From an optimization exercise on the open Yosys and OpenROAD flow, aimed at small area and a short achievable clock period; shortcuts taken in it are not production practice. Where RTL was checked, it was by simulation tests only, not by an equivalence proof against the original. For run 1, only the layout was checked, not whether the RTL still works. The flow treats the clock pin as an ideal source, which a real chip does not have.

## flow/design.v (module list and top-level ports; edited modules follow where they fit)
// module mac_top: 1528 lines
module mac_top #(
   parameter int A_WIDTH = 18,
   parameter int B_WIDTH = 18,
   parameter int P_WIDTH = 48
) (
   input  logic                      clk,
   input  logic                      rst_n,
   input  logic signed [A_WIDTH-1:0] data_a,
   input  logic signed [B_WIDTH-1:0] data_b,
   input  mac_pkg::mac_op_e          op,
   input  logic                      activate_mac,
   output logic signed [P_WIDTH-1:0] data_p,
   output logic                      p_valid
);
  // ...
==> flow/flow/run.sh <==
#!/bin/bash
# The standard layout, with these changes in how it is made:
# - Yosys's synth runs without its early ABC pass (-noabc), so the full
#   adders it extracts keep their polarity (no inverters between them);
# - the port buffers are the smallest buffer (buf_1) instead of the
#   default clkdlybuf4s50_1; every port is still buffered;
# - after CTS, flow/pq_clock_delay.tcl puts delay chains in front of the
#   result register's clock (useful skew for the register-to-register
#   multiply-add paths);
# - only the setup repair after global routing, the first that sees that
#   skew, is given a setup margin (flow/grt_margin.tcl).
export SYNTH_ARGS="-noabc"
export BUFFER_PORTS_ARGS="-buffer_cell sky130_fd_sc_hd__buf_1"
export POST_CTS_TCL="$PWD/flow/pq_clock_delay.tcl"
export PQ_DLY_CELLS="sky130_fd_sc_hd__clkdlybuf4s50_1 sky130_fd_sc_hd__clkdlybuf4s50_1 sky130_fd_sc_hd__clkdlybuf4s50_1"
export PQ_SKIP_BITS=8
export PQ_BUF_CELL=sky130_fd_sc_hd__clkbuf_8
export PRE_GLOBAL_ROUTE_TCL="$PWD/flow/grt_margin.tcl"
bash standard.sh > standard.log 2>&1
==> flow/flow/grt_margin.tcl <==
# Pre-global-route hook: the setup repair after global routing aims at
# 5.35 ns of slack. It is the first repair that sees the
# result register's delayed clock, so it is the only one given a margin.
set ::env(SETUP_SLACK_MARGIN) 5.35
==> flow/flow/pq_clock_delay.tcl <==
# Post-CTS hook: the result register p_q gets its clock through a short
# delay chain below each clock-tree leaf that drives it, so its clock
# arrives later than the operand registers'. This is useful skew for the
# operand -> result paths (the long multiply-add paths); the result
# register's own feedback path sees about the same delay at both ends.
# The low bits (below PQ_SKIP_BITS) keep the undelayed clock.
# The later repair steps (global route) see and repair the new timing.
set block [ord::get_db_block]
set db [ord::get_db]
set chain {}
foreach c $::env(PQ_DLY_CELLS) { lappend chain [$db findMaster $c] }
lappend chain [$db findMaster $::env(PQ_BUF_CELL)]
set groups [dict create]
set n 0
foreach inst [$block getInsts] {
  if {[regexp {^p_q\\?\[([0-9]+)} [$inst getName]] && [string match sky130_fd_sc_hd__df* [[$inst getMaster] getName]]} {
    incr n
    regexp {^p_q\\?\[([0-9]+)} [$inst getName] -> bit
    # the low result bits have short paths and ample setup slack: no delay
    if {$bit < $::env(PQ_SKIP_BITS)} { continue }
    set net [[$inst findITerm CLK] getNet]
    dict lappend groups [$net getName] $inst
  }
}
if {$n != 48} { error "pq_clock_delay: expected 48 result flops, found $n" }
set g 0
dict for {netname flops} $groups {
  set net [$block findNet $netname]
  set sx 0; set sy 0
  foreach f $flops {
    set bb [$f getBBox]
    set sx [expr {$sx + [$bb xMin]}]; set sy [expr {$sy + [$bb yMin]}]
  }
  set cx [expr {int($sx / [llength $flops])}]
  set cy [expr {int($sy / [llength $flops])}]
  set prev $net
  set k 0
  foreach m $chain {
    set inst [odb::dbInst_create $block $m "pq_clkdly_${g}_$k"]
    set out [odb::dbNet_create $block "pq_clk_${g}_$k"]
    $out setSigType CLOCK
    [$inst findITerm A] connect $prev
    [$inst findITerm X] connect $out
    $inst setLocation $cx $cy
    $inst setPlacementStatus PLACED
    set prev $out
    incr k
  }
  foreach f $flops {
    set it [$f findITerm CLK]
    $it disconnect
    $it connect $prev
  }
  puts "pq_clock_delay: group $g under $netname: [llength $flops] flops"
  incr g
}
global_connect
detailed_placement
check_placement -verbose
estimate_parasitics -placement
report_clock_skew
==> flow/standard.sh <==
#!/bin/bash
# synth_recipe.tcl (not shown) runs the flow's synth.tcl, then flattens the netlist and writes it again
# the make line also repeats each setting of config.mk as NAME=value (left out here)
make -C /OpenROAD-flow-scripts/flow DESIGN_CONFIG=/design/flow/config.mk WORK_HOME=/design/flow/orfs CLKGATE_MAP_FILE= SYNTH_SCRIPT=/design/flow/synth_recipe.tcl "${@:-finish}"
==> flow/config.mk <==
export PLATFORM = sky130hd
export DESIGN_NAME = mac_top
export DESIGN_NICKNAME = mac_top
export VERILOG_FILES = /design/flow/design.v
export SDC_FILE = /design/flow/constraint.sdc
export NUM_CORES = 4
export LEC_CHECK = 0
export ABC_AREA = 1
export CAP_MARGIN = 20
export CORE_MARGIN = 2
export CORE_UTILIZATION = 40
export CTS_BUF_LIST = sky130_fd_sc_hd__clkbuf_4 sky130_fd_sc_hd__clkbuf_8
export HOLD_SLACK_MARGIN = 0.1
export SLEW_MARGIN = 20
==> flow/constraint.sdc <==
create_clock -name core_clock -period 10.0 [get_ports {clk}]
set_input_delay 2.0000 -clock core_clock [delete_from_list [all_inputs] [get_ports {clk}]]
set_output_delay 2.0000 -clock core_clock [all_outputs]
set_load 0.01 [all_outputs]
==> flow_summary.yaml, run 1 <==
clock_tree:
  clk_pin_slew_ns: 0.06
logic_synthesis:
  synth-edff-count: 0
  yosysTopAreaCell: "fa_1"
  seq_area_frac_synth_pct: 20.9
  synthTopCellsByArea: "fa_1 (29%), dfrtp_1 (18%), xor2_1 (15%)"
  syn_avg_cell_area_sq_um: 9.52
  yosysWarnings: 1
  yosys.area_share.simple_pct: 8.74
  ys_types: 37
  yosysTopAreaCellShare_pct: 28.6
detailed_routing:
  route.top_layer_used: "met4"
  drc: 0
global_route:
  grt-busiest-layer: "met2"
  overflow: 0
  grt_pass1_wl_mm: 47.6
  grt_start_max_net_pins: 57
  antenna_found_initial: 0
placed_design:
  dpl.hpwl_mm: 22.0
  numPlacedInstances: 1588
  numPortBuffers: 89
sta:
  finalCritPeriodShare_pct: 45.9
  fin_crit_ns: 4.59
worst_setup_path:
  path_class: "reg2out"
  arrival_ns: 2.59
  cpMaxStageDelayCell: "dfrtp_1"
  slowest_delay_ns: 0.41
  path_cells: "buf_6"
  cp.required_ns: 8.00
  worstPathMaxFanout: 2
cells_and_area:
  inv_count: 164
status:
  outcome: "timing/DRC/antenna clean"
floorplanning:
  die_w_um: 171
==> run 2, diff against run 1 <==
--- a/flow/design.v
+++ b/flow/design.v
@@ -799,374 +799,374 @@
    assign pp164 = ((one_q[8] & a_q[11]) | (two_q[8] & a_q[10])) ^ neg_q[8];
    assign pp165 = ((one_q[8] & a_q[12]) | (two_q[8] & a_q[11])) ^ neg_q[8];
    assign pp166 = ((one_q[8] & a_q[13]) | (two_q[8] & a_q[12])) ^ neg_q[8];
    assign pp167 = ((one_q[8] & a_q[14]) | (two_q[8] & a_q[13])) ^ neg_q[8];
    assign pp168 = ((one_q[8] & a_q[15]) | (two_q[8] & a_q[14])) ^ neg_q[8];
    assign pp169 = ((one_q[8] & a_q[16]) | (two_q[8] & a_q[15])) ^ neg_q[8];
    assign pp170 = ((one_q[8] & a_q[17]) | (two_q[8] & a_q[16])) ^ neg_q[8];
    assign pp171 = ~(((one_q[8] | two_q[8]) & a_q[17]) ^ neg_q[8]);
-   assign s172 = neg_q[0] ^ pg[0] ^ pp1;
-   assign c173 = (neg_q[0] & pg[0]) | (neg_q[0] & pp1) | (pg[0] & pp1);
-   assign s174 = pg[1] ^ pp2 ^ c173;
-   assign c175 = (pg[1] & pp2) | (pg[1] & c173) | (pp2 & c173);
-   assign s176 = neg_q[1] ^ pg[2] ^ pp3;
-   assign c177 = (neg_q[1] & pg[2]) | (neg_q[1] & pp3) | (pg[2] & pp3);
-   assign s178 = pp20 ^ s176 ^ c175;
-   assign c179 = (pp20 & s176) | (pp20 & c175) | (s176 & c175);
-   assign s180 = pg[3] ^ pp4 ^ pp21;
-   assign c181 = (pg[3] & pp4) | (pg[3] & pp21) | (pp4 & pp21);
+   assign s172 = neg_q[0] ^ pp1 ^ pg[0];
+   assign c173 = (neg_q[0] & pp1) | (neg_q[0] & pg[0]) | (pp1 & pg[0]);
+   assign s174 = pp2 ^ pg[1] ^ c173;
+   assign c175 = (pp2 & pg[1]) | (pp2 & c173) | (pg[1] & c173);
+   assign s176 = neg_q[1] ^ pp3 ^ pp20;
+   assign c177 = (neg_q[1] & pp3) | (neg_q[1] & pp20) | (pp3 & pp20);
+   assign s178 = pg[2] ^ s176 ^ c175;
+   assign c179 = (pg[2] & s176) | (pg[2] & c175) | (s176 & c175);
+   assign s180 = pp4 ^ pp21 ^ pg[3];
+   assign c181 = (pp4 & pp21) | (pp4 & pg[3]) | (pp21 & pg[3]);
    assign s182 = c177 ^ s180 ^ c179;
    assign c183 = (c177 & s180) | (c177 & c179) | (s180 & c179);
-   assign s184 = neg_q[2] ^ pg[4] ^ pp5;
-   assign c185 = (neg_q[2] & pg[4]) | (neg_q[2] & pp5) | (pg[4] & pp5);
-   assign s186 = pp22 ^ pp39 ^ c181;
-   assign c187 = (pp22 & pp39) | (pp22 & c181) | (pp39 & c181);
-   assign s188 = s184 ^ s186 ^ c183;
-   assign c189 = (s184 & s186) | (s184 & c183) | (s186 & c183);
-   assign s190 = pg[5] ^ pp6 ^ pp23;
-   assign c191 = (pg[5] & pp6) | (pg[5] & pp23) | (pp6 & pp23);
-   assign s192 = pp40 ^ c185 ^ s190;
-   assign c193 = (pp40 & c185) | (pp40 & s190) | (c185 & s190);
+   assign s184 = neg_q[2] ^ pp5 ^ pp22;
+   assign c185 = (neg_q[2] & pp5) | (neg_q[2] & pp22) | (pp5 & pp22);
+   assign s186 = pp39 ^ pg[4] ^ s184;
+   assign c187 = (pp39 & pg[4]) | (pp39 & s184) | (pg[4] & s184);
+   assign s188 = c181 ^ s186 ^ c183;
+   assign c189 = (c181 & s186) | (c181 & c183) | (s186 & c183);
+   assign s190 = pp6 ^ pp23 ^ pp40;
+   assign c191 = (pp6 & pp23) | (pp6 & pp40) | (pp23 & pp40);
+   assign s192 = pg[5] ^ c185 ^ s190;
+   assign c193 = (pg[5] & c185) | (pg[5] & s190) | (c185 & s190);
    assign s194 = c187 ^ s192;
    assign c195 = c187 & s192;
-   assign s196 = neg_q[3] ^ pg[6] ^ pp7;
-   assign c197 = (neg_q[3] & pg[6]) | (neg_q[3] & pp7) | (pg[6] & pp7);
-   assign s198 = pp24 ^ pp41 ^ pp58;
-   assign c199 = (pp24 & pp41) | (pp24 & pp58) | (pp41 & pp58);
+   assign s196 = neg_q[3] ^ pp7 ^ pp24;
+   assign c197 = (neg_q[3] & pp7) | (neg_q[3] & pp24) | (pp7 & pp24);
+   assign s198 = pp41 ^ pp58 ^ pg[6];
+   assign c199 = (pp41 & pp58) | (pp41 & pg[6]) | (pp58 & pg[6]);
    assign s200 = c191 ^ s196 ^ s198;
    assign c201 = (c191 & s196) | (c191 & s198) | (s196 & s198);
    assign s202 = c193 ^ s200 ^ c195;
    assign c203 = (c193 & s200) | (c193 & c195) | (s200 & c195);
-   assign s204 = pg[7] ^ pp8 ^ pp25;
-   assign c205 = (pg[7] & pp8) | (pg[7] & pp25) | (pp8 & pp25);
-   assign s206 = pp42 ^ pp59 ^ c197;
-   assign c207 = (pp42 & pp59) | (pp42 & c197) | (pp59 & c197);
-   assign s208 = c199 ^ s204 ^ c201;
-   assign c209 = (c199 & s204) | (c199 & c201) | (s204 & c201);
-   assign s210 = s206 ^ s208 ^ c203;
-   assign c211 = (s206 & s208) | (s206 & c203) | (s208 & c203);
-   assign s212 = neg_q[4] ^ pg[8] ^ pp9;
-   assign c213 = (neg_q[4] & pg[8]) | (neg_q[4] & pp9) | (pg[8] & pp9);
-   assign s214 = pp26 ^ pp43 ^ pp60;
-   assign c215 = (pp26 & pp43) | (pp26 & pp60) | (pp43 & pp60);
-   assign s216 = pp77 ^ c205 ^ s212;
-   assign c217 = (pp77 & c205) | (pp77 & s212) | (c205 & s212);
+   assign s204 = pp8 ^ pp25 ^ pp42;
+   assign c205 = (pp8 & pp25) | (pp8 & pp42) | (pp25 & pp42);
+   assign s206 = pp59 ^ pg[7] ^ c197;
+   assign c207 = (pp59 & pg[7]) | (pp59 & c197) | (pg[7] & c197);
+   assign s208 = s204 ^ c199 ^ s206;
+   assign c209 = (s204 & c199) | (s204 & s206) | (c199 & s206);
+   assign s210 = c201 ^ s208 ^ c203;
+   assign c211 = (c201 & s208) | (c201 & c203) | (s208 & c203);
+   assign s212 = neg_q[4] ^ pp9 ^ pp26;
+   assign c213 = (neg_q[4] & pp9) | (neg_q[4] & pp26) | (pp9 & pp26);
+   assign s214 = pp43 ^ pp60 ^ pp77;
+   assign c215 = (pp43 & pp60) | (pp43 & pp77) | (pp60 & pp77);
+   assign s216 = pg[8] ^ c205 ^ s212;
+   assign c217 = (pg[8] & c205) | (pg[8] & s212) | (c205 & s212);
    assign s218 = s214 ^ c207 ^ s216;
    assign c219 = (s214 & c207) | (s214 & s216) | (c207 & s216);
-   assign s220 = c209 ^ s218;
-   assign c221 = c209 & s218;
-   assign s222 = pg[9] ^ pp10 ^ pp27;
-   assign c223 = (pg[9] & pp10) | (pg[9] & pp27) | (pp10 & pp27);
-   assign s224 = pp44 ^ pp61 ^ pp78;
-   assign c225 = (pp44 & pp61) | (pp44 & pp78) | (pp61 & pp78);
+   assign s220 = c209 ^ s218 ^ c211;
+   assign c221 = (c209 & s218) | (c209 & c211) | (s218 & c211);
+   assign s222 = pp10 ^ pp27 ^ pp44;
+   assign c223 = (pp10 & pp27) | (pp10 & pp44) | (pp27 & pp44);
+   assign s224 = pp61 ^ pp78 ^ pg[9];
+   assign c225 = (pp61 & pp78) | (pp61 & pg[9]) | (pp78 & pg[9]);
    assign s226 = c213 ^ c215 ^ s222;
    assign c227 = (c213 & c215) | (c213 & s222) | (c215 & s222);
    assign s228 = s224 ^ c217 ^ s226;
    assign c229 = (s224 & c217) | (s224 & s226) | (c217 & s226);
-   assign s230 = c219 ^ s228 ^ c221;
-   assign c231 = (c219 & s228) | (c219 & c221) | (s228 & c221);
-   assign s232 = neg_q[5] ^ pg[10] ^ pp11;
-   assign c233 = (neg_q[5] & pg[10]) | (neg_q[5] & pp11) | (pg[10] & pp11);
-   assign s234 = pp28 ^ pp45 ^ pp62;
-   assign c235 = (pp28 & pp45) | (pp28 & pp62) | (pp45 & pp62);
-   assign s236 = pp79 ^ pp96 ^ c223;
-   assign c237 = (pp79 & pp96) | (pp79 & c223) | (pp96 & c223);
-   assign s238 = c225 ^ s232 ^ s234;
-   assign c239 = (c225 & s232) | (c225 & s234) | (s232 & s234);
+   assign s230 = c219 ^ s228;
+   assign c231 = c219 & s228;
+   assign s232 = neg_q[5] ^ pp11 ^ pp28;
+   assign c233 = (neg_q[5] & pp11) | (neg_q[5] & pp28) | (pp11 & pp28);
+   assign s234 = pp45 ^ pp62 ^ pp79;
+   assign c235 = (pp45 & pp62) | (pp45 & pp79) | (pp62 & pp79);
+   assign s236 = pp96 ^ pg[10] ^ c223;
+   assign c237 = (pp96 & pg[10]) | (pp96 & c223) | (pg[10] & c223);
+   assign s238 = s232 ^ s234 ^ c225;
+   assign c239 = (s232 & s234) | (s232 & c225) | (s234 & c225);
    assign s240 = c227 ^ s236 ^ s238;
    assign c241 = (c227 & s236) | (c227 & s238) | (s236 & s238);
-   assign s242 = c229 ^ s240;
-   assign c243 = c229 & s240;
-   assign s244 = pg[11] ^ pp12 ^ pp29;
-   assign c245 = (pg[11] & pp12) | (pg[11] & pp29) | (pp12 & pp29);
-   assign s246 = pp46 ^ pp63 ^ pp80;
-   assign c247 = (pp46 & pp63) | (pp46 & pp80) | (pp63 & pp80);
-   assign s248 = pp97 ^ c233 ^ c235;
-   assign c249 = (pp97 & c233) | (pp97 & c235) | (c233 & c235);
+   assign s242 = c229 ^ s240 ^ c231;
+   assign c243 = (c229 & s240) | (c229 & c231) | (s240 & c231);
+   assign s244 = pp12 ^ pp29 ^ pp46;
+   assign c245 = (pp12 & pp29) | (pp12 & pp46) | (pp29 & pp46);
+   assign s246 = pp63 ^ pp80 ^ pp97;
+   assign c247 = (pp63 & pp80) | (pp63 & pp97) | (pp80 & pp97);
+   assign s248 = pg[11] ^ c233 ^ c235;
+   assign c249 = (pg[11] & c233) | (pg[11] & c235) | (c233 & c235);
    assign s250 = s244 ^ s246 ^ c237;
    assign c251 = (s244 & s246) | (s244 & c237) | (s246 & c237);
-   assign s252 = c239 ^ s248 ^ s250;
-   assign c253 = (c239 & s248) | (c239 & s250) | (s248 & s250);
-   assign s254 = c241 ^ c243 ^ s252;
-   assign c255 = (c241 & c243) | (c241 & s252) | (c243 & s252);
-   assign s256 = neg_q[6] ^ pg[12] ^ pp13;
-   assign c257 = (neg_q[6] & pg[12]) | (neg_q[6] & pp13) | (pg[12] & pp13);
-   assign s258 = pp30 ^ pp47 ^ pp64;
-   assign c259 = (pp30 & pp47) | (pp30 & pp64) | (pp47 & pp64);
-   assign s260 = pp81 ^ pp98 ^ pp115;
-   assign c261 = (pp81 & pp98) | (pp81 & pp115) | (pp98 & pp115);
+   assign s252 = s248 ^ c239 ^ s250;
+   assign c253 = (s248 & c239) | (s248 & s250) | (c239 & s250);
+   assign s254 = c241 ^ s252 ^ c243;
+   assign c255 = (c241 & s252) | (c241 & c243) | (s252 & c243);
+   assign s256 = neg_q[6] ^ pp13 ^ pp30;
+   assign c257 = (neg_q[6] & pp13) | (neg_q[6] & pp30) | (pp13 & pp30);
+   assign s258 = pp47 ^ pp64 ^ pp81;
+   assign c259 = (pp47 & pp64) | (pp47 & pp81) | (pp64 & pp81);
+   assign s260 = pp98 ^ pp115 ^ pg[12];
+   assign c261 = (pp98 & pp115) | (pp98 & pg[12]) | (pp115 & pg[12]);
    assign s262 = c245 ^ c247 ^ s256;
    assign c263 = (c245 & c247) | (c245 & s256) | (c247 & s256);
    assign s264 = s258 ^ s260 ^ c249;
    assign c265 = (s258 & s260) | (s258 & c249) | (s260 & c249);
    assign s266 = s262 ^ c251 ^ s264;
    assign c267 = (s262 & c251) | (s262 & s264) | (c251 & s264);
    assign s268 = c253 ^ s266;
    assign c269 = c253 & s266;
-   assign s270 = pg[13] ^ pp14 ^ pp31;
-   assign c271 = (pg[13] & pp14) | (pg[13] & pp31) | (pp14 & pp31);
-   assign s272 = pp48 ^ pp65 ^ pp82;
-   assign c273 = (pp48 & pp65) | (pp48 & pp82) | (pp65 & pp82);
-   assign s274 = pp99 ^ pp116 ^ c257;
-   assign c275 = (pp99 & pp116) | (pp99 & c257) | (pp116 & c257);
-   assign s276 = c259 ^ c261 ^ s270;
-   assign c277 = (c259 & c261) | (c259 & s270) | (c261 & s270);
-   assign s278 = s272 ^ c263 ^ s274;
-   assign c279 = (s272 & c263) | (s272 & s274) | (c263 & s274);
+   assign s270 = pp14 ^ pp31 ^ pp48;
+   assign c271 = (pp14 & pp31) | (pp14 & pp48) | (pp31 & pp48);
+   assign s272 = pp65 ^ pp82 ^ pp99;
+   assign c273 = (pp65 & pp82) | (pp65 & pp99) | (pp82 & pp99);
+   assign s274 = pp116 ^ pg[13] ^ c257;
+   assign c275 = (pp116 & pg[13]) | (pp116 & c257) | (pg[13] & c257);
+   assign s276 = c259 ^ s270 ^ s272;
+   assign c277 = (c259 & s270) | (c259 & s272) | (s270 & s272);
+   assign s278 = c261 ^ c263 ^ s274;
+   assign c279 = (c261 & c263) | (c261 & s274) | (c263 & s274);
    assign s280 = s276 ^ c265 ^ s278;
    assign c281 = (s276 & c265) | (s276 & s278) | (c265 & s278);
-   assign s282 = c267 ^ s280;
-   assign c283 = c267 & s280;
-   assign s284 = neg_q[7] ^ pg[14] ^ pp15;
-   assign c285 = (neg_q[7] & pg[14]) | (neg_q[7] & pp15) | (pg[14] & pp15);
-   assign s286 = pp32 ^ pp49 ^ pp66;
-   assign c287 = (pp32 & pp49) | (pp32 & pp66) | (pp49 & pp66);
-   assign s288 = pp83 ^ pp100 ^ pp117;
-   assign c289 = (pp83 & pp100) | (pp83 & pp117) | (pp100 & pp117);
-   assign s290 = pp134 ^ c271 ^ c273;
-   assign c291 = (pp134 & c271) | (pp134 & c273) | (c271 & c273);
+   assign s282 = c267 ^ s280 ^ c269;
+   assign c283 = (c267 & s280) | (c267 & c269) | (s280 & c269);
+   assign s284 = neg_q[7] ^ pp15 ^ pp32;
+   assign c285 = (neg_q[7] & pp15) | (neg_q[7] & pp32) | (pp15 & pp32);
+   assign s286 = pp49 ^ pp66 ^ pp83;
+   assign c287 = (pp49 & pp66) | (pp49 & pp83) | (pp66 & pp83);
+   assign s288 = pp100 ^ pp117 ^ pp134;
+   assign c289 = (pp100 & pp117) | (pp100 & pp134) | (pp117 & pp134);
+   assign s290 = pg[14] ^ c271 ^ c273;
+   assign c291 = (pg[14] & c271) | (pg[14] & c273) | (c271 & c273);
    assign s292 = s284 ^ s286 ^ s288;
    assign c293 = (s284 & s286) | (s284 & s288) | (s286 & s288);
    assign s294 = c275 ^ c277 ^ s290;
    assign c295 = (c275 & c277) | (c275 & s290) | (c277 & s290);
    assign s296 = s292 ^ c279 ^ s294;
    assign c297 = (s292 & c279) | (s292 & s294) | (c279 & s294);
    assign s298 = c281 ^ s296;
    assign c299 = c281 & s296;
-   assign s300 = pg[15] ^ pp16 ^ pp33;
-   assign c301 = (pg[15] & pp16) | (pg[15] & pp33) | (pp16 & pp33);
-   assign s302 = pp50 ^ pp67 ^ pp84;
-   assign c303 = (pp50 & pp67) | (pp50 & pp84) | (pp67 & pp84);
-   assign s304 = pp101 ^ pp118 ^ pp135;
-   assign c305 = (pp101 & pp118) | (pp101 & pp135) | (pp118 & pp135);
+   assign s300 = pp16 ^ pp33 ^ pp50;
+   assign c301 = (pp16 & pp33) | (pp16 & pp50) | (pp33 & pp50);
+   assign s302 = pp67 ^ pp84 ^ pp101;
+   assign c303 = (pp67 & pp84) | (pp67 & pp101) | (pp84 & pp101);
+   assign s304 = pp118 ^ pp135 ^ pg[15];
+   assign c305 = (pp118 & pp135) | (pp118 & pg[15]) | (pp135 & pg[15]);
    assign s306 = c285 ^ c287 ^ c289;
    assign c307 = (c285 & c287) | (c285 & c289) | (c287 & c289);
    assign s308 = s300 ^ s302 ^ s304;
    assign c309 = (s300 & s302) | (s300 & s304) | (s302 & s304);
    assign s310 = c291 ^ c293 ^ s306;
    assign c311 = (c291 & c293) | (c291 & s306) | (c293 & s306);
    assign s312 = s308 ^ c295 ^ s310;
    assign c313 = (s308 & c295) | (s308 & s310) | (c295 & s310);
-   assign s314 = c297 ^ s312;
-   assign c315 = c297 & s312;
-   assign s316 = neg_q[8] ^ pg[16] ^ pp17;
-   assign c317 = (neg_q[8] & pg[16]) | (neg_q[8] & pp17) | (pg[16] & pp17);
-   assign s318 = pp34 ^ pp51 ^ pp68;
-   assign c319 = (pp34 & pp51) | (pp34 & pp68) | (pp51 & pp68);
-   assign s320 = pp85 ^ pp102 ^ pp119;
-   assign c321 = (pp85 & pp102) | (pp85 & pp119) | (pp102 & pp119);
-   assign s322 = pp136 ^ pp153 ^ c301;
-   assign c323 = (pp136 & pp153) | (pp136 & c301) | (pp153 & c301);
-   assign s324 = c303 ^ c305 ^ s316;
-   assign c325 = (c303 & c305) | (c303 & s316) | (c305 & s316);
-   assign s326 = s318 ^ s320 ^ c307;
-   assign c327 = (s318 & s320) | (s318 & c307) | (s320 & c307);
-   assign s328 = c309 ^ s322 ^ s324;
-   assign c329 = (c309 & s322) | (c309 & s324) | (s322 & s324);
+   assign s314 = c297 ^ s312 ^ c299;
+   assign c315 = (c297 & s312) | (c297 & c299) | (s312 & c299);
+   assign s316 = neg_q[8] ^ pp17 ^ pp34;
+   assign c317 = (neg_q[8] & pp17) | (neg_q[8] & pp34) | (pp17 & pp34);
+   assign s318 = pp51 ^ pp68 ^ pp85;
+   assign c319 = (pp51 & pp68) | (pp51 & pp85) | (pp68 & pp85);
+   assign s320 = pp102 ^ pp119 ^ pp136;
+   assign c321 = (pp102 & pp119) | (pp102 & pp136) | (pp119 & pp136);
+   assign s322 = pp153 ^ pg[16] ^ c301;
+   assign c323 = (pp153 & pg[16]) | (pp153 & c301) | (pg[16] & c301);
+   assign s324 = c303 ^ s316 ^ s318;
+   assign c325 = (c303 & s316) | (c303 & s318) | (s316 & s318);
+   assign s326 = s320 ^ c305 ^ c307;
+   assign c327 = (s320 & c305) | (s320 & c307) | (c305 & c307);
+   assign s328 = s322 ^ s324 ^ c309;
+   assign c329 = (s322 & s324) | (s322 & c309) | (s324 & c309);
    assign s330 = c311 ^ s326 ^ s328;
    assign c331 = (c311 & s326) | (c311 & s328) | (s326 & s328);
    assign s332 = c313 ^ s330;
    assign c333 = c313 & s330;
-   assign s334 = pg[17] ^ pp18 ^ pp35;
-   assign c335 = (pg[17] & pp18) | (pg[17] & pp35) | (pp18 & pp35);
-   assign s336 = pp52 ^ pp69 ^ pp86;
-   assign c337 = (pp52 & pp69) | (pp52 & pp86) | (pp69 & pp86);
-   assign s338 = pp103 ^ pp120 ^ pp137;
-   assign c339 = (pp103 & pp120) | (pp103 & pp137) | (pp120 & pp137);
-   assign s340 = pp154 ^ c317 ^ c319;
-   assign c341 = (pp154 & c317) | (pp154 & c319) | (c317 & c319);
+   assign s334 = pp18 ^ pp35 ^ pp52;
+   assign c335 = (pp18 & pp35) | (pp18 & pp52) | (pp35 & pp52);
+   assign s336 = pp69 ^ pp86 ^ pp103;
+   assign c337 = (pp69 & pp86) | (pp69 & pp103) | (pp86 & pp103);
+   assign s338 = pp120 ^ pp137 ^ pp154;
+   assign c339 = (pp120 & pp137) | (pp120 & pp154) | (pp137 & pp154);
+   assign s340 = pg[17] ^ c317 ^ c319;
+   assign c341 = (pg[17] & c317) | (pg[17] & c319) | (c317 & c319);
    assign s342 = c321 ^ s334 ^ s336;
    assign c343 = (c321 & s334) | (c321 & s336) | (s334 & s336);
    assign s344 = s338 ^ c323 ^ c325;
    assign c345 = (s338 & c323) | (s338 & c325) | (c323 & c325);
    assign s346 = s340 ^ s342 ^ c327;
    assign c347 = (s340 & s342) | (s340 & c327) | (s342 & c327);
-   assign s348 = c329 ^ s344 ^ s346;
-   assign c349 = (c329 & s344) | (c329 & s346) | (s344 & s346);
-   assign s350 = c331 ^ c333;
-   assign c351 = c331 & c333;
-   assign s352 = 1'b1 ^ pg[18] ^ pp19;
-   assign c353 = (1'b1 & pg[18]) | (1'b1 & pp19) | (pg[18] & pp19);
-   assign s354 = pp36 ^ pp53 ^ pp70;
-   assign c355 = (pp36 & pp53) | (pp36 & pp70) | (pp53 & pp70);
-   assign s356 = pp87 ^ pp104 ^ pp121;
-   assign c357 = (pp87 & pp104) | (pp87 & pp121) | (pp104 & pp121);
-   assign s358 = pp138 ^ pp155 ^ c335;
-   assign c359 = (pp138 & pp155) | (pp138 & c335) | (pp155 & c335);
+   assign s348 = s344 ^ c329 ^ s346;
+   assign c349 = (s344 & c329) | (s344 & s346) | (c329 & s346);
+   assign s350 = c331 ^ s348;
+   assign c351 = c331 & s348;
+   assign s352 = 1'b1 ^ pp19 ^ pp36;
+   assign c353 = (1'b1 & pp19) | (1'b1 & pp36) | (pp19 & pp36);
+   assign s354 = pp53 ^ pp70 ^ pp87;
+   assign c355 = (pp53 & pp70) | (pp53 & pp87) | (pp70 & pp87);
+   assign s356 = pp104 ^ pp121 ^ pp138;
+   assign c357 = (pp104 & pp121) | (pp104 & pp138) | (pp121 & pp138);
+   assign s358 = pp155 ^ pg[18] ^ c335;
+   assign c359 = (pp155 & pg[18]) | (pp155 & c335) | (pg[18] & c335);
    assign s360 = c337 ^ c339 ^ s352;
    assign c361 = (c337 & c339) | (c337 & s352) | (c339 & s352);
    assign s362 = s354 ^ s356 ^ c341;
    assign c363 = (s354 & s356) | (s354 & c341) | (s356 & c341);
    assign s364 = c343 ^ s358 ^ s360;
    assign c365 = (c343 & s358) | (c343 & s360) | (s358 & s360);
    assign s366 = c345 ^ s362 ^ s364;
    assign c367 = (c345 & s362) | (c345 & s364) | (s362 & s364);
    assign s368 = c347 ^ s366 ^ c349;
    assign c369 = (c347 & s366) | (c347 & c349) | (s366 & c349);
-   assign s370 = 1'b1 ^ pg[19] ^ pp37;
-   assign c371 = (1'b1 & pg[19]) | (1'b1 & pp37) | (pg[19] & pp37);
-   assign s372 = pp54 ^ pp71 ^ pp88;
-   assign c373 = (pp54 & pp71) | (pp54 & pp88) | (pp71 & pp88);
-   assign s374 = pp105 ^ pp122 ^ pp139;
-   assign c375 = (pp105 & pp122) | (pp105 & pp139) | (pp122 & pp139);
-   assign s376 = pp156 ^ c353 ^ c355;
-   assign c377 = (pp156 & c353) | (pp156 & c355) | (c353 & c355);
+   assign s370 = 1'b1 ^ pp37 ^ pp54;
+   assign c371 = (1'b1 & pp37) | (1'b1 & pp54) | (pp37 & pp54);
+   assign s372 = pp71 ^ pp88 ^ pp105;
+   assign c373 = (pp71 & pp88) | (pp71 & pp105) | (pp88 & pp105);
+   assign s374 = pp122 ^ pp139 ^ pp156;
+   assign c375 = (pp122 & pp139) | (pp122 & pp156) | (pp139 & pp156);
+   assign s376 = pg[19] ^ c353 ^ c355;
+   assign c377 = (pg[19] & c353) | (pg[19] & c355) | (c353 & c355);
    assign s378 = c357 ^ s370 ^ s372;
    assign c379 = (c357 & s370) | (c357 & s372) | (s370 & s372);
    assign s380 = s374 ^ c359 ^ c361;
    assign c381 = (s374 & c359) | (s374 & c361) | (c359 & c361);
    assign s382 = s376 ^ s378 ^ c363;
    assign c383 = (s376 & s378) | (s376 & c363) | (s378 & c363);
    assign s384 = c365 ^ s380 ^ s382;
    assign c385 = (c365 & s380) | (c365 & s382) | (s380 & s382);
    assign s386 = c367 ^ s384;
    assign c387 = c367 & s384;
-   assign s388 = pg[20] ^ pp38 ^ pp55;
-   assign c389 = (pg[20] & pp38) | (pg[20] & pp55) | (pp38 & pp55);
-   assign s390 = pp72 ^ pp89 ^ pp106;
-   assign c391 = (pp72 & pp89) | (pp72 & pp106) | (pp89 & pp106);
-   assign s392 = pp123 ^ pp140 ^ pp157;
-   assign c393 = (pp123 & pp140) | (pp123 & pp157) | (pp140 & pp157);
+   assign s388 = pp38 ^ pp55 ^ pp72;
+   assign c389 = (pp38 & pp55) | (pp38 & pp72) | (pp55 & pp72);
+   assign s390 = pp89 ^ pp106 ^ pp123;
+   assign c391 = (pp89 & pp106) | (pp89 & pp123) | (pp106 & pp123);
+   assign s392 = pp140 ^ pp157 ^ pg[20];
+   assign c393 = (pp140 & pp157) | (pp140 & pg[20]) | (pp157 & pg[20]);
    assign s394 = c371 ^ c373 ^ c375;
    assign c395 = (c371 & c373) | (c371 & c375) | (c373 & c375);
    assign s396 = s388 ^ s390 ^ s392;
    assign c397 = (s388 & s390) | (s388 & s392) | (s390 & s392);
    assign s398 = c377 ^ c379 ^ s394;
    assign c399 = (c377 & c379) | (c377 & s394) | (c379 & s394);
    assign s400 = s396 ^ c381 ^ s398;
    assign c401 = (s396 & c381) | (s396 & s398) | (c381 & s398);
    assign s402 = c383 ^ s400 ^ c385;
    assign c403 = (c383 & s400) | (c383 & c385) | (s400 & c385);
-   assign s404 = 1'b1 ^ pg[21] ^ pp56;
-   assign c405 = (1'b1 & pg[21]) | (1'b1 & pp56) | (pg[21] & pp56);
-   assign s406 = pp73 ^ pp90 ^ pp107;
-   assign c407 = (pp73 & pp90) | (pp73 & pp107) | (pp90 & pp107);
-   assign s408 = pp124 ^ pp141 ^ pp158;
-   assign c409 = (pp124 & pp141) | (pp124 & pp158) | (pp141 & pp158);
-   assign s410 = c389 ^ c391 ^ c393;
-   assign c411 = (c389 & c391) | (c389 & c393) | (c391 & c393);
-   assign s412 = s404 ^ s406 ^ s408;
-   assign c413 = (s404 & s406) | (s404 & s408) | (s406 & s408);
-   assign s414 = c395 ^ c397 ^ s410;
-   assign c415 = (c395 & c397) | (c395 & s410) | (c397 & s410);
+   assign s404 = 1'b1 ^ pp56 ^ pp73;
+   assign c405 = (1'b1 & pp56) | (1'b1 & pp73) | (pp56 & pp73);
+   assign s406 = pp90 ^ pp107 ^ pp124;
+   assign c407 = (pp90 & pp107) | (pp90 & pp124) | (pp107 & pp124);
+   assign s408 = pp141 ^ pp158 ^ pg[21];
+   assign c409 = (pp141 & pp158) | (pp141 & pg[21]) | (pp158 & pg[21]);
+   assign s410 = c389 ^ c391 ^ s404;
+   assign c411 = (c389 & c391) | (c389 & s404) | (c391 & s404);
+   assign s412 = s406 ^ c393 ^ s408;
+   assign c413 = (s406 & c393) | (s406 & s408) | (c393 & s408);
+   assign s414 = c395 ^ s410 ^ c397;
+   assign c415 = (c395 & s410) | (c395 & c397) | (s410 & c397);
    assign s416 = s412 ^ c399 ^ s414;
    assign c417 = (s412 & c399) | (s412 & s414) | (c399 & s414);
    assign s418 = c401 ^ s416;
    assign c419 = c401 & s416;
-   assign s420 = pg[22] ^ pp57 ^ pp74;
-   assign c421 = (pg[22] & pp57) | (pg[22] & pp74) | (pp57 & pp74);
-   assign s422 = pp91 ^ pp108 ^ pp125;
-   assign c423 = (pp91 & pp108) | (pp91 & pp125) | (pp108 & pp125);
-   assign s424 = pp142 ^ pp159 ^ c405;
-   assign c425 = (pp142 & pp159) | (pp142 & c405) | (pp159 & c405);
-   assign s426 = c407 ^ c409 ^ s420;
-   assign c427 = (c407 & c409) | (c407 & s420) | (c409 & s420);
-   assign s428 = s422 ^ c411 ^ c413;
-   assign c429 = (s422 & c411) | (s422 & c413) | (c411 & c413);
-   assign s430 = s424 ^ s426 ^ c415;
-   assign c431 = (s424 & s426) | (s424 & c415) | (s426 & c415);
-   assign s432 = s428 ^ c417 ^ s430;
-   assign c433 = (s428 & c417) | (s428 & s430) | (c417 & s430);
-   assign s434 = 1'b1 ^ pg[23] ^ pp75;
-   assign c435 = (1'b1 & pg[23]) | (1'b1 & pp75) | (pg[23] & pp75);
-   assign s436 = pp92 ^ pp109 ^ pp126;
-   assign c437 = (pp92 & pp109) | (pp92 & pp126) | (pp109 & pp126);
-   assign s438 = pp143 ^ pp160 ^ c421;
-   assign c439 = (pp143 & pp160) | (pp143 & c421) | (pp160 & c421);
+   assign s420 = pp57 ^ pp74 ^ pp91;
+   assign c421 = (pp57 & pp74) | (pp57 & pp91) | (pp74 & pp91);
+   assign s422 = pp108 ^ pp125 ^ pp142;
+   assign c423 = (pp108 & pp125) | (pp108 & pp142) | (pp125 & pp142);
+   assign s424 = pp159 ^ pg[22] ^ c405;
+   assign c425 = (pp159 & pg[22]) | (pp159 & c405) | (pg[22] & c405);
+   assign s426 = c407 ^ s420 ^ s422;
+   assign c427 = (c407 & s420) | (c407 & s422) | (s420 & s422);
+   assign s428 = c409 ^ c411 ^ s424;
+   assign c429 = (c409 & c411) | (c409 & s424) | (c411 & s424);
+   assign s430 = s426 ^ c413 ^ s428;
+   assign c431 = (s426 & c413) | (s426 & s428) | (c413 & s428);
+   assign s432 = c415 ^ s430 ^ c417;
+   assign c433 = (c415 & s430) | (c415 & c417) | (s430 & c417);
+   assign s434 = 1'b1 ^ pp75 ^ pp92;
+   assign c435 = (1'b1 & pp75) | (1'b1 & pp92) | (pp75 & pp92);
+   assign s436 = pp109 ^ pp126 ^ pp143;
+   assign c437 = (pp109 & pp126) | (pp109 & pp143) | (pp126 & pp143);
+   assign s438 = pp160 ^ pg[23] ^ c421;
+   assign c439 = (pp160 & pg[23]) | (pp160 & c421) | (pg[23] & c421);
    assign s440 = c423 ^ s434 ^ s436;
    assign c441 = (c423 & s434) | (c423 & s436) | (s434 & s436);
    assign s442 = c425 ^ c427 ^ s438;
    assign c443 = (c425 & c427) | (c425 & s438) | (c427 & s438);
    assign s444 = s440 ^ c429 ^ s442;
    assign c445 = (s440 & c429) | (s440 & s442) | (c429 & s442);
    assign s446 = c431 ^ s444;
    assign c447 = c431 & s444;
-   assign s448 = pg[24] ^ pp76 ^ pp93;
-   assign c449 = (pg[24] & pp76) | (pg[24] & pp93) | (pp76 & pp93);
-   assign s450 = pp110 ^ pp127 ^ pp144;
-   assign c451 = (pp110 & pp127) | (pp110 & pp144) | (pp127 & pp144);
-   assign s452 = pp161 ^ c435 ^ c437;
-   assign c453 = (pp161 & c435) | (pp161 & c437) | (c435 & c437);
+   assign s448 = pp76 ^ pp93 ^ pp110;
+   assign c449 = (pp76 & pp93) | (pp76 & pp110) | (pp93 & pp110);
+   assign s450 = pp127 ^ pp144 ^ pp161;
+   assign c451 = (pp127 & pp144) | (pp127 & pp161) | (pp144 & pp161);
+   assign s452 = pg[24] ^ c435 ^ c437;
+   assign c453 = (pg[24] & c435) | (pg[24] & c437) | (c435 & c437);
    assign s454 = s448 ^ s450 ^ c439;
    assign c455 = (s448 & s450) | (s448 & c439) | (s450 & c439);
    assign s456 = c441 ^ s452 ^ c443;
    assign c457 = (c441 & s452) | (c441 & c443) | (s452 & c443);
    assign s458 = s454 ^ c445 ^ s456;
    assign c459 = (s454 & c445) | (s454 & s456) | (c445 & s456);
-   assign s460 = 1'b1 ^ pg[25] ^ pp94;
-   assign c461 = (1'b1 & pg[25]) | (1'b1 & pp94) | (pg[25] & pp94);
-   assign s462 = pp111 ^ pp128 ^ pp145;
-   assign c463 = (pp111 & pp128) | (pp111 & pp145) | (pp128 & pp145);
-   assign s464 = pp162 ^ c449 ^ c451;
-   assign c465 = (pp162 & c449) | (pp162 & c451) | (c449 & c451);
+   assign s460 = 1'b1 ^ pp94 ^ pp111;
+   assign c461 = (1'b1 & pp94) | (1'b1 & pp111) | (pp94 & pp111);
+   assign s462 = pp128 ^ pp145 ^ pp162;
+   assign c463 = (pp128 & pp145) | (pp128 & pp162) | (pp145 & pp162);
+   assign s464 = pg[25] ^ c449 ^ c451;
+   assign c465 = (pg[25] & c449) | (pg[25] & c451) | (c449 & c451);
    assign s466 = s460 ^ s462 ^ c453;
    assign c467 = (s460 & s462) | (s460 & c453) | (s462 & c453);
    assign s468 = s464 ^ c455 ^ s466;
    assign c469 = (s464 & c455) | (s464 & s466) | (c455 & s466);
    assign s470 = c457 ^ s468;
    assign c471 = c457 & s468;
-   assign s472 = pg[26] ^ pp95 ^ pp112;
-   assign c473 = (pg[26] & pp95) | (pg[26] & pp112) | (pp95 & pp112);
-   assign s474 = pp129 ^ pp146 ^ pp163;
-   assign c475 = (pp129 & pp146) | (pp129 & pp163) | (pp146 & pp163);
+   assign s472 = pp95 ^ pp112 ^ pp129;
+   assign c473 = (pp95 & pp112) | (pp95 & pp129) | (pp112 & pp129);
+   assign s474 = pp146 ^ pp163 ^ pg[26];
+   assign c475 = (pp146 & pp163) | (pp146 & pg[26]) | (pp163 & pg[26]);
    assign s476 = c461 ^ c463 ^ s472;
    assign c477 = (c461 & c463) | (c461 & s472) | (c463 & s472);
    assign s478 = s474 ^ c465 ^ s476;
    assign c479 = (s474 & c465) | (s474 & s476) | (c465 & s476);
    assign s480 = c467 ^ s478 ^ c469;
    assign c481 = (c467 & s478) | (c467 & c469) | (s478 & c469);
-   assign s482 = 1'b1 ^ pg[27] ^ pp113;
-   assign c483 = (1'b1 & pg[27]) | (1'b1 & pp113) | (pg[27] & pp113);
-   assign s484 = pp130 ^ pp147 ^ pp164;
-   assign c485 = (pp130 & pp147) | (pp130 & pp164) | (pp147 & pp164);
-   assign s486 = c473 ^ c475 ^ s482;
-   assign c487 = (c473 & c475) | (c473 & s482) | (c475 & s482);
+   assign s482 = 1'b1 ^ pp113 ^ pp130;
+   assign c483 = (1'b1 & pp113) | (1'b1 & pp130) | (pp113 & pp130);
+   assign s484 = pp147 ^ pp164 ^ pg[27];
+   assign c485 = (pp147 & pp164) | (pp147 & pg[27]) | (pp164 & pg[27]);
+   assign s486 = c473 ^ s482 ^ c475;
+   assign c487 = (c473 & s482) | (c473 & c475) | (s482 & c475);
    assign s488 = s484 ^ c477 ^ s486;
    assign c489 = (s484 & c477) | (s484 & s486) | (c477 & s486);
-   assign s490 = c479 ^ s488;
-   assign c491 = c479 & s488;
-   assign s492 = pg[28] ^ pp114 ^ pp131;
-   assign c493 = (pg[28] & pp114) | (pg[28] & pp131) | (pp114 & pp131);
-   assign s494 = pp148 ^ pp165 ^ c483;
-   assign c495 = (pp148 & pp165) | (pp148 & c483) | (pp165 & c483);
-   assign s496 = c485 ^ s492 ^ c487;
-   assign c497 = (c485 & s492) | (c485 & c487) | (s492 & c487);
-   assign s498 = s494 ^ c489 ^ s496;
-   assign c499 = (s494 & c489) | (s494 & s496) | (c489 & s496);
-   assign s500 = 1'b1 ^ pg[29] ^ pp132;
-   assign c501 = (1'b1 & pg[29]) | (1'b1 & pp132) | (pg[29] & pp132);
-   assign s502 = pp149 ^ pp166 ^ c493;
-   assign c503 = (pp149 & pp166) | (pp149 & c493) | (pp166 & c493);
+   assign s490 = c479 ^ s488 ^ c481;
+   assign c491 = (c479 & s488) | (c479 & c481) | (s488 & c481);
+   assign s492 = pp114 ^ pp131 ^ pp148;
+   assign c493 = (pp114 & pp131) | (pp114 & pp148) | (pp131 & pp148);
+   assign s494 = pp165 ^ pg[28] ^ c483;
+   assign c495 = (pp165 & pg[28]) | (pp165 & c483) | (pg[28] & c483);
+   assign s496 = s492 ^ c485 ^ s494;
+   assign c497 = (s492 & c485) | (s492 & s494) | (c485 & s494);
+   assign s498 = c487 ^ s496 ^ c489;
+   assign c499 = (c487 & s496) | (c487 & c489) | (s496 & c489);
+   assign s500 = 1'b1 ^ pp132 ^ pp149;
+   assign c501 = (1'b1 & pp132) | (1'b1 & pp149) | (pp132 & pp149);
+   assign s502 = pp166 ^ pg[29] ^ c493;
+   assign c503 = (pp166 & pg[29]) | (pp166 & c493) | (pg[29] & c493);
    assign s504 = s500 ^ c495 ^ s502;
    assign c505 = (s500 & c495) | (s500 & s502) | (c495 & s502);
    assign s506 = c497 ^ s504 ^ c499;
    assign c507 = (c497 & s504) | (c497 & c499) | (s504 & c499);
-   assign s508 = pg[30] ^ pp133 ^ pp150;
-   assign c509 = (pg[30] & pp133) | (pg[30] & pp150) | (pp133 & pp150);
-   assign s510 = pp167 ^ c501 ^ s508;
-   assign c511 = (pp167 & c501) | (pp167 & s508) | (c501 & s508);
+   assign s508 = pp133 ^ pp150 ^ pp167;
+   assign c509 = (pp133 & pp150) | (pp133 & pp167) | (pp150 & pp167);
+   assign s510 = pg[30] ^ c501 ^ s508;
+   assign c511 = (pg[30] & c501) | (pg[30] & s508) | (c501 & s508);
    assign s512 = c503 ^ s510 ^ c505;
    assign c513 = (c503 & s510) | (c503 & c505) | (s510 & c505);
-   assign s514 = 1'b1 ^ pg[31] ^ pp151;
-   assign c515 = (1'b1 & pg[31]) | (1'b1 & pp151) | (pg[31] & pp151);
-   assign s516 = pp168 ^ c509 ^ s514;
-   assign c517 = (pp168 & c509) | (pp168 & s514) | (c509 & s514);
+   assign s514 = 1'b1 ^ pp151 ^ pp168;
+   assign c515 = (1'b1 & pp151) | (1'b1 & pp168) | (pp151 & pp168);
+   assign s516 = pg[31] ^ c509 ^ s514;
+   assign c517 = (pg[31] & c509) | (pg[31] & s514) | (c509 & s514);
    assign s518 = c511 ^ s516 ^ c513;
    assign c519 = (c511 & s516) | (c511 & c513) | (s516 & c513);
-   assign s520 = pg[32] ^ pp152 ^ pp169;
-   assign c521 = (pg[32] & pp152) | (pg[32] & pp169) | (pp152 & pp169);
+   assign s520 = pp152 ^ pp169 ^ pg[32];
+   assign c521 = (pp152 & pp169) | (pp152 & pg[32]) | (pp169 & pg[32]);
    assign s522 = c515 ^ s520 ^ c517;
    assign c523 = (c515 & s520) | (c515 & c517) | (s520 & c517);
-   assign s524 = 1'b1 ^ pg[33] ^ pp170;
-   assign c525 = (1'b1 & pg[33]) | (1'b1 & pp170) | (pg[33] & pp170);
+   assign s524 = 1'b1 ^ pp170 ^ pg[33];
+   assign c525 = (1'b1 & pp170) | (1'b1 & pg[33]) | (pp170 & pg[33]);
    assign s526 = c521 ^ s524 ^ c523;
    assign c527 = (c521 & s524) | (c521 & c523) | (s524 & c523);
-   assign s528 = pg[34] ^ pp171 ^ c525;
-   assign c529 = (pg[34] & pp171) | (pg[34] & c525) | (pp171 & c525);
+   assign s528 = pp171 ^ pg[34] ^ c525;
+   assign c529 = (pp171 & pg[34]) | (pp171 & c525) | (pg[34] & c525);
    assign s530 = 1'b1 ^ pg[35] ^ c529;
    assign c531 = (1'b1 & pg[35]) | (1'b1 & c529) | (pg[35] & c529);
    assign s532 = 1'b1 ^ pg[36] ^ c531;
    assign c533 = (1'b1 & pg[36]) | (1'b1 & c531) | (pg[36] & c531);
    assign s534 = 1'b1 ^ pg[37] ^ c533;
    assign c535 = (1'b1 & pg[37]) | (1'b1 & c533) | (pg[37] & c533);
    assign s536 = 1'b1 ^ pg[38];
    assign c537 = 1'b1 & pg[38];
@@ -1183,18 +1183,18 @@
    assign s548 = 1'b1 ^ pg[44];
    assign c549 = 1'b1 & pg[44];
    assign s550 = 1'b1 ^ pg[45] ^ c549;
    assign c551 = (1'b1 & pg[45]) | (1'b1 & c549) | (pg[45] & c549);
    assign s552 = 1'b1 ^ pg[46] ^ c551;
    assign c553 = (1'b1 & pg[46]) | (1'b1 & c551) | (pg[46] & c551);
    assign s554 = 1'b1 ^ pg[47] ^ c553;
    assign c555 = (1'b1 & pg[47]) | (1'b1 & c553) | (pg[47] & c553);
-   assign rx = {s554, s552, s550, c547, s546, s544, s542, s540, s538, c535, s534, s532, s530, c527, s526, c519, s518, c507, s506, c491, c481, c471, c459, c447, c433, c419, c403, c387, c369, c351, s348, c315, c299, c283, c269, c255, s254, c231, s230, c211, s210, s202, c189, s188, s182, s178, s174, s172};
-   assign ry = {1'b0, 1'b0, 1'b0, s548, 1'b0, 1'b0, 1'b0, 1'b0, 1'b0, s536, 1'b0, 1'b0, 1'b0, s528, 1'b0, s522, 1'b0, s512, 1'b0, s498, s490, s480, s470, s458, s446, s432, s418, s402, s386, s368, s350, s332, s314, s298, s282, s268, 1'b0, s242, 1'b0, s220, 1'b0, 1'b0, s194, 1'b0, 1'b0, 1'b0, 1'b0, 1'b0};
+   assign rx = {s554, s552, s550, c547, s546, s544, s542, s540, s538, c535, s534, s532, s530, c527, s526, c519, s518, c507, s506, c491, s490, c471, c459, c447, c433, c419, c403, c387, c369, c351, c333, c315, s314, c283, s282, c255, s254, s242, c221, s220, s210, s202, c189, s188, s182, s178, s174, s172};
+   assign ry = {1'b0, 1'b0, 1'b0, s548, 1'b0, 1'b0, 1'b0, 1'b0, 1'b0, s536, 1'b0, 1'b0, 1'b0, s528, 1'b0, s522, 1'b0, s512, 1'b0, s498, 1'b0, s480, s470, s458, s446, s432, s418, s402, s386, s368, s350, s332, 1'b0, s298, 1'b0, s268, 1'b0, 1'b0, s230, 1'b0, 1'b0, 1'b0, s194, 1'b0, 1'b0, 1'b0, 1'b0, 1'b0};
    logic [47:0] g0, p0;
    assign g0 = rx & ry;
    assign p0 = rx ^ ry;
    logic gg1;
    assign gg1 = g0[1] | (p0[1] & g0[0]);
    logic gg2;
    assign gg2 = g0[2] | (p0[2] & gg1);
    logic gg3;
==> run 2 against run 1 <==
  * Setup slack better by 0.041 ns
  * Sequential share of layout area up 0.31 points
  * Routed wire length down 4.2%
  * Cell area down 1.7%
  * Critical path type unchanged
  * Via count down 1.3%
  * Area after synthesis down 0.24%
==> flow_summary.yaml, run 2 <==
worst_setup_path:
  slowest_delay_ns: 0.37
  cp.required_ns: 8.00
  worstSetupStartpointType: "register"
  cp_num_buf_inv: 1
  endpoint_kind: "output port"
  arrival_ns: 2.55
  worstPathMaxFanout: 2
  path_class: "reg2out"
  cp_top_family: "flip-flops"
  path_cells: "buf_1"
  cpMaxStageDelayCell: "dfrtp_1"
global_route:
  grt_usage_pct: 20.8
  first_global_vias: 8834
  grt_pass1_wl_mm: 46.8
  antenna_found_initial: 0
  overflow: 0
  grt_start_max_net_pins: 53
logic_synthesis:
  ys_types: 32
  synthTopCellsByArea: "fa_1 (29%), dfrtp_1 (18%), xor2_1 (15%)"
  syn_avg_cell_area_sq_um: 9.49
  seq_area_frac_synth_pct: 21.0
  synth_common_cells: "xor2_1 (190), fa_1 (162), o22ai_1 (153), nand2_1 (145), inv_1 (131)"
  synth_fp_nets: 1433
  synthArstFlopShare_pct: 80.4
  syn-cell-area_sq_um: 11100
  netlist_instances: 1171
  yosysWarnings: 1
  synth-edff-count: 0
  yosysTopAreaCellShare_pct: 29.2
  synth_most_common_cell: "xor2_1"
  synthFlopType: "dfrtp_1"
  yosysTopAreaCell: "fa_1"
  ys_ff_latch: 97
placed_design:
  numPortBuffers: 89
  gp_congestion: 0.849
  dpl.hpwl_mm: 21.5
  numPlacedInstances: 1589
cells_and_area:
  drive_gt1_share_pct: 4.47
  largest_reg_flops: 48
  final_cell_mix: "xor2_1 (190), fa_1 (162), o22ai_1 (153), nand2_1 (145), inv_1 (131)"
  syn2layout_area_growth_pct: 12.2
  final_common_cell: "xor2_1"
  reg_top3: "p_q (48), a_q (18)"
  finalNonFillerCells: 1652
  antenna_cells: 0
  fin_nets: 1531
  largest-register: "p_q"
floorplanning:
  rows: 61
  start_util_pct: 40.3
  ios: 90
  design.core.area_sq_um: 27600
  die_w_um: 171
  die_h_um: 171
  dieArea_sq_um: 29100
detailed_routing:
  ant_nets: 0
  drc: 0
  wl_per_cell_um: 17.3
  drtIter0Drc: 544
  vias: 8500
  first_pass_iters: 5
  routed_wl_mm: 28.5
  post_drt_via_cell_ratio: 5.15
sta:
  finalCritPeriodShare_pct: 45.5
  tightestPinTransition_ns: 0.859
  setup_violations: 0
  rsz0062_at_grt: "yes"
  drv_slew: 0
  finalClockSkew_ns: 1.64
  fmax_mhz: 220
  hold_viol: 0
  fin_crit_ns: 4.55
  relSlewSlack_pct: 42.7
  tns_ns: 0
clock_tree:
  cts_tree: "done"
  clk_pin_slew_ns: 0.07
  insertion_delay_ns: 2.02
  cts_sinks: 97
flow_run:
  drv_cap: 0
status:
  outcome: "timing/DRC/antenna clean"
min_path:
  hold_class: "reg2reg"
[run 2: per-layer routing]
| layer | GRT usage, % | vias up | part of all wire [%] |
|---|---|---|---|
| met1 | 27.1 | 4209 | 42 |
| li1 | - | 3972 | - |
| met3 | 3.96 | 45 | 5.9 |
| met2 | 34.8 | 274 | 50 |
| met4 | 6.87 | 0 | 2.4 |
| met5 | 0 | - | 0 |
[run 2: path summary, 6_finish.rpt]
check,depth (start not counted),end,slack (ns),startpoint
worst max-delay path,1,data_p[31],5.45,p_q[31]$_DFF_PN0_
worst min-delay path,8,p_q[30]$_DFF_PN0_,0.03,a_q[12]$_DFF_P_
worst max register to register,16,p_q[40]$_DFF_PN0_,5.56,p_q[15]$_DFF_PN0_
worst min register to register,8,p_q[30]$_DFF_PN0_,0.03,a_q[12]$_DFF_P_
max in group asynchronous,3,two_q[8]$_DFF_PN0_,6.83,rst_n
min in group asynchronous,2,p_q[23]$_DFF_PN0_,0.52,rst_n
[run 2: area by class of cell, clock buffers not listed]
type | instances | area (sq um)
Fill cell | 2680 | 15100
Clock inverter | 6 | 63.8
Multi-Input combinational cell | 841 | 7900
Sequential cell | 97 | 2330
Buffer | 24 | 263
Timing Repair Buffer | 122 | 656
Inverter | 174 | 653
Tap cell | 378 | 473
[run 2: logic make-up (layout without fill, tap and decap cells)]
group	after synthesis	in the layout	share of synthesized area, %
and+or+nand+nor	225	225	8.59
AOI/OAI and AO/OA	196	196	10.9
DFF	97	97	21.0
buffers and inverters	233	336	8.01
xor gates and xnor gates	199	199	15.7
adders and majority gates	221	221	35.8
[run 2: metrics by stage]
stage / worst slack (ns) / util, % / hold WS [ns] / instance area, sq um
after floorplan: 4.79 / - / 0.331 / 11100
after global placement: 4.21 / 42.7 / 0.334 / 11800
after detailed placement: 4.09 / 42.7 / 0.341 / 11800
after global routing: 5.32 / 45.3 / 0.120 / 12500
final: 5.45 / 45.3 / 0.0346 / 12500
[run 2: tightest hold or removal path, cell delays in order, from the launching register on]
cell and delay [ns]:
dfxtp_1 0.31, clkinv_1 0.32, o22ai_1 0.15, xor2_1 0.19, fa_1 0.23, fa_1 0.18, ha_1 0.15, nand2_1 0.06
nand2_1 0.05

==> afterwards: timing with drivers on the ports <==
In the flow no input, the clock included, has a driving cell. The finished layouts below were timed again as built, in two steps. Step 1, drivers: a clkbuf_16 drives clk and a buf_2 each remaining input, both assumed. Step 2, shift: input delay + t, output delay - t, t = (earliest + latest rising clock arrival at the registers) / 2. This alone moves slack from input paths to output paths. a / b / c = no drivers / after step 1 / after step 2; a / b = the first two.
run | t (ns) | setup slack, ns | clock arrival spread, ns | worst data-port slew with drivers (ns)
run 1 | 1.244 | 5.405 / 5.361 / 5.497 | 1.686 / 1.687 | 0.06
run 2 | 1.243 | 5.446 / 5.401 / 5.559 | 1.644 / 1.644 | 0.06
Clock arrivals are far apart in run 1 and run 2, so t is only a midpoint there and step 2 fits no single register.
